This is an optimization exercise on Yosys and OpenROAD, whose aim is small area, a short achievable clock period and few clock cycles per item, not a production implementation. Only simulation tests tie the RTL to the original design; equivalence was not proved.

run 1:
## gyro_bias_calibrate_convert
module gyro_bias_calibrate_convert (
	input  wire logic        clk,
	input  wire logic        arst_n,
	input  wire logic        cfg_valid,
	output logic             cfg_ready,
	input  wire logic [1:0]  cfg_addr,
	input  wire logic [15:0] cfg_data,
	input  wire logic        s_tvalid,
	output logic             s_tready,
	input  wire logic [63:0] s_tdata,
	input  wire logic [1:0]  s_tuser,
	output logic             m_tvalid,
	input  wire logic        m_tready,
	output logic [95:0]      m_tdata,
	output logic [2:0]       m_tuser
);
Size: roughly 7200 cells after synthesis, roughly 680 flip-flops, roughly 190 I/O pins.
clock: 10.0 ns
lec_check: 0
abc_clock_period_in_ps: 3500
cap_margin: 20
core_margin: 2
core_utilization: 40
setup_slack_margin: 5
slew_margin: 20
run.sh (not shown) runs the stock make flow with config.mk's settings and CLKGATE_MAP_FILE= SYNTH_SCRIPT=/design/flow/synth_recipe.tcl, a recipe that flattens the netlist after the stock synthesis.
Testbench counts of run 1, summed over its fixed seeds: cycles 2,272, items 1,848.
Setup changes, run 1 to run 2
diff --git a/flow/design.v b/flow/design.v
--- a/flow/design.v
+++ b/flow/design.v
@@ -1030,30 +1030,38 @@
 			div1_q <= take && !in_req && run_end && (good_q != 16'd0 || in_ok);
 			for (int a = 0; a < 3; a++)
 				d1_q[a] <= d_in[a];
 			u1_q   <= f_data[63:48] ^ 16'h8000;
 		end
 	end
 	wire fire1 = en && v1_q;
+	logic nbl_nz;
+	always_comb begin
+		nbl_nz = 1'b0;
+		for (int a = 0; a < 3; a++)
+			nbl_nz |= cb_q[a] ? (nb_q[a][7:0] != 8'hff) : (nb_q[a][7:0] != 8'h00);
+	end
 	logic [31:0] sum_nxt [3];
 	always_comb begin
 		for (int a = 0; a < 3; a++)
-			sum_nxt[a] = sum_q[a] + (acc1_q ? {{15{d1_q[a][16]}}, d1_q[a]} : 32'd0);
+			sum_nxt[a] = sum_q[a]
+			           + (div_run_q ? ~{14'd0, g3_q} : acc1_q ? {{15{d1_q[a][16]}}, d1_q[a]} : 32'd0)
+			           + 32'(div_run_q);
 	end
 	logic [15:0] dv_r  [3];
 	logic [23:0] dv_q  [3];
 	always_comb begin
 		for (int a = 0; a < 3; a++) begin
 			logic [17:0] t;
 			logic [18:0] s1, s2, s3;
 			logic [1:0]  d;
-			t  = {sum_q[a][15:0], nb_q[a][23:22]};
+			t  = sum_q[a][17:0];
 			s1 = {1'b0, t} - {3'd0, good_q};
 			s2 = {1'b0, t} - {2'd0, good_q, 1'b0};
-			s3 = {1'b0, t} - {1'b0, g3_q};
+			s3 = sum_nxt[a][18:0];
 			if (!s3[18]) begin
 				d = 2'd3;
 				dv_r[a] = s3[15:0];
 			end else if (!s2[18]) begin
 				d = 2'd2;
 				dv_r[a] = s2[15:0];
 			end else if (!s1[18]) begin
@@ -1071,19 +1079,19 @@
 			g3_q <= {2'd0, good_q} + {1'b0, good_q, 1'b0};
 	end
 	always_ff @(posedge clk) begin
 		for (int a = 0; a < 3; a++) begin
 			if (fire1 && clr1_q)
 				sum_q[a] <= 32'd0;
 			else if (fire1 && div1_q)
-				sum_q[a] <= {16'd0, sum_nxt[a][31:16] ^ {16{sum_nxt[a][31]}}};
+				sum_q[a] <= {14'd0, sum_nxt[a][31:14] ^ {18{sum_nxt[a][31]}}};
 			else if (fire1 && acc1_q)
 				sum_q[a] <= sum_nxt[a];
 			else if (div_run_q)
-				sum_q[a] <= {16'd0, dv_r[a]};
+				sum_q[a] <= {14'd0, dv_r[a], nb_q[a][23:22]};
 		end
 	end
 	always_ff @(posedge clk or negedge arst_n) begin
 		if (!arst_n) begin
 			hold_q    <= 1'b0;
 			cpend_q   <= 1'b0;
 			cwait_q   <= 1'b0;
@@ -1096,22 +1104,22 @@
 			end
 		end else begin
 			if (take && !in_req && run_end && (good_q != 16'd0 || in_ok))
 				hold_q <= 1'b1;
 			if (en)
 				cwait_q <= cpend_q && !hold_q && !cwait_q;
 			if (cfg_valid && cfg_addr == 2'd1)
-				cpend_q <= 1'b1;
+				cpend_q <= nbl_nz || (cpend_q && !(en && !hold_q && !cwait_q));
 			else if (en && !hold_q && !cwait_q)
 				cpend_q <= 1'b0;
 			if (fire1 && div1_q) begin
 				for (int a = 0; a < 3; a++) begin
 					logic sg;
 					sg = sum_nxt[a][31];
-					nb_q[a] <= {!sg, sum_nxt[a][15:0] ^ {16{sg}}, {8{sg}}};
+					nb_q[a] <= {!sg, sum_nxt[a][13:0] ^ {14{sg}}, {8{sg}}, 2'b00};
 				end
 				div_run_q <= 1'b1;
 				div_cnt_q <= 4'd11;
 			end
 			div_fix_q <= 1'b0;
 			if (div_run_q) begin
 				for (int a = 0; a < 3; a++)
@@ -1120,15 +1128,15 @@
 				if (div_cnt_q == 4'd0) begin
 					div_run_q <= 1'b0;
 					div_fix_q <= 1'b1;
 				end
 			end
 			if (div_fix_q) begin
 				for (int a = 0; a < 3; a++)
-					cb_q[a] <= nb_q[a][24] || (sum_q[a][15:0] == good_q - 16'd1);
+					cb_q[a] <= nb_q[a][24] || (sum_q[a][17:2] == good_q - 16'd1);
 				hold_q    <= 1'b0;
 				cpend_q   <= 1'b1;
 			end
 		end
 	end
 	logic [24:0] ha [3];
 	logic [24:0] hb [3];
### Flow results
Run 2 ends up with a clock-buffer cell count that is 8.9% lower than in run 1. Summary of run 2 over run 1: met2 routing resource usage after global routing went up, area of the mapped netlist went down. Going from run 1 to run 2, ratio of final minimum period to clock period picked up an extra 1.1 points. Sort run 2 and run 1 by share of the final layout cell area in multi-input gates asc -> top: run 2. Run comparison: run 1 slowest cell on the critical path sky130_fd_sc_hd__nor4_4; run 2 slowest cell on the critical path sky130_fd_sc_hd__or3_4. From run 1 to run 2 the numbers moved as follows: required time of the critical path stayed essentially flat; maximum fanout along the worst path fell by 5; number of vias in the routed layout fell by 1340; number of cells upsized or downsized after cts rose by 11; number of filler instances in the final layout fell by 389. Wire length: higher on run 2.
Testbench counts of run 2, summed over its fixed seeds: cycles 2,256, items 1,848.

[port drivers added, routing unchanged]
Ports are ideal in the flow. The routed layouts listed here were re-timed in OpenROAD. Step 1 (the two cells are an assumption about what drives the block):
set clk [get_ports {clk}]
set_driving_cell -lib_cell sky130_fd_sc_hd__clkbuf_16 $clk
set_driving_cell -lib_cell sky130_fd_sc_hd__buf_2 [delete_from_list [all_inputs] $clk]
Step 2 also shifts input and output timing later by t, the mid clock arrival at the registers, as if the neighbouring blocks saw the same clock. a / b / c = ideal ports / drivers / drivers and shift; a / b = the first two.
| run | t (ns) | setup WS [ns] | worst register clock-pin slew, ns |
|---|---|---|---|
| run 1 | 0.782 | 5.116 / 5.091 / 4.525 | 0.06 / 0.06 |
| run 2 | 0.795 | 5.005 / 4.976 / 4.611 | 0.07 / 0.07 |
After both steps every run listed still meets setup and hold. The setup slack of run 1, which loses most, moves by -0.025 ns with the drivers and by -0.591 ns with both steps.
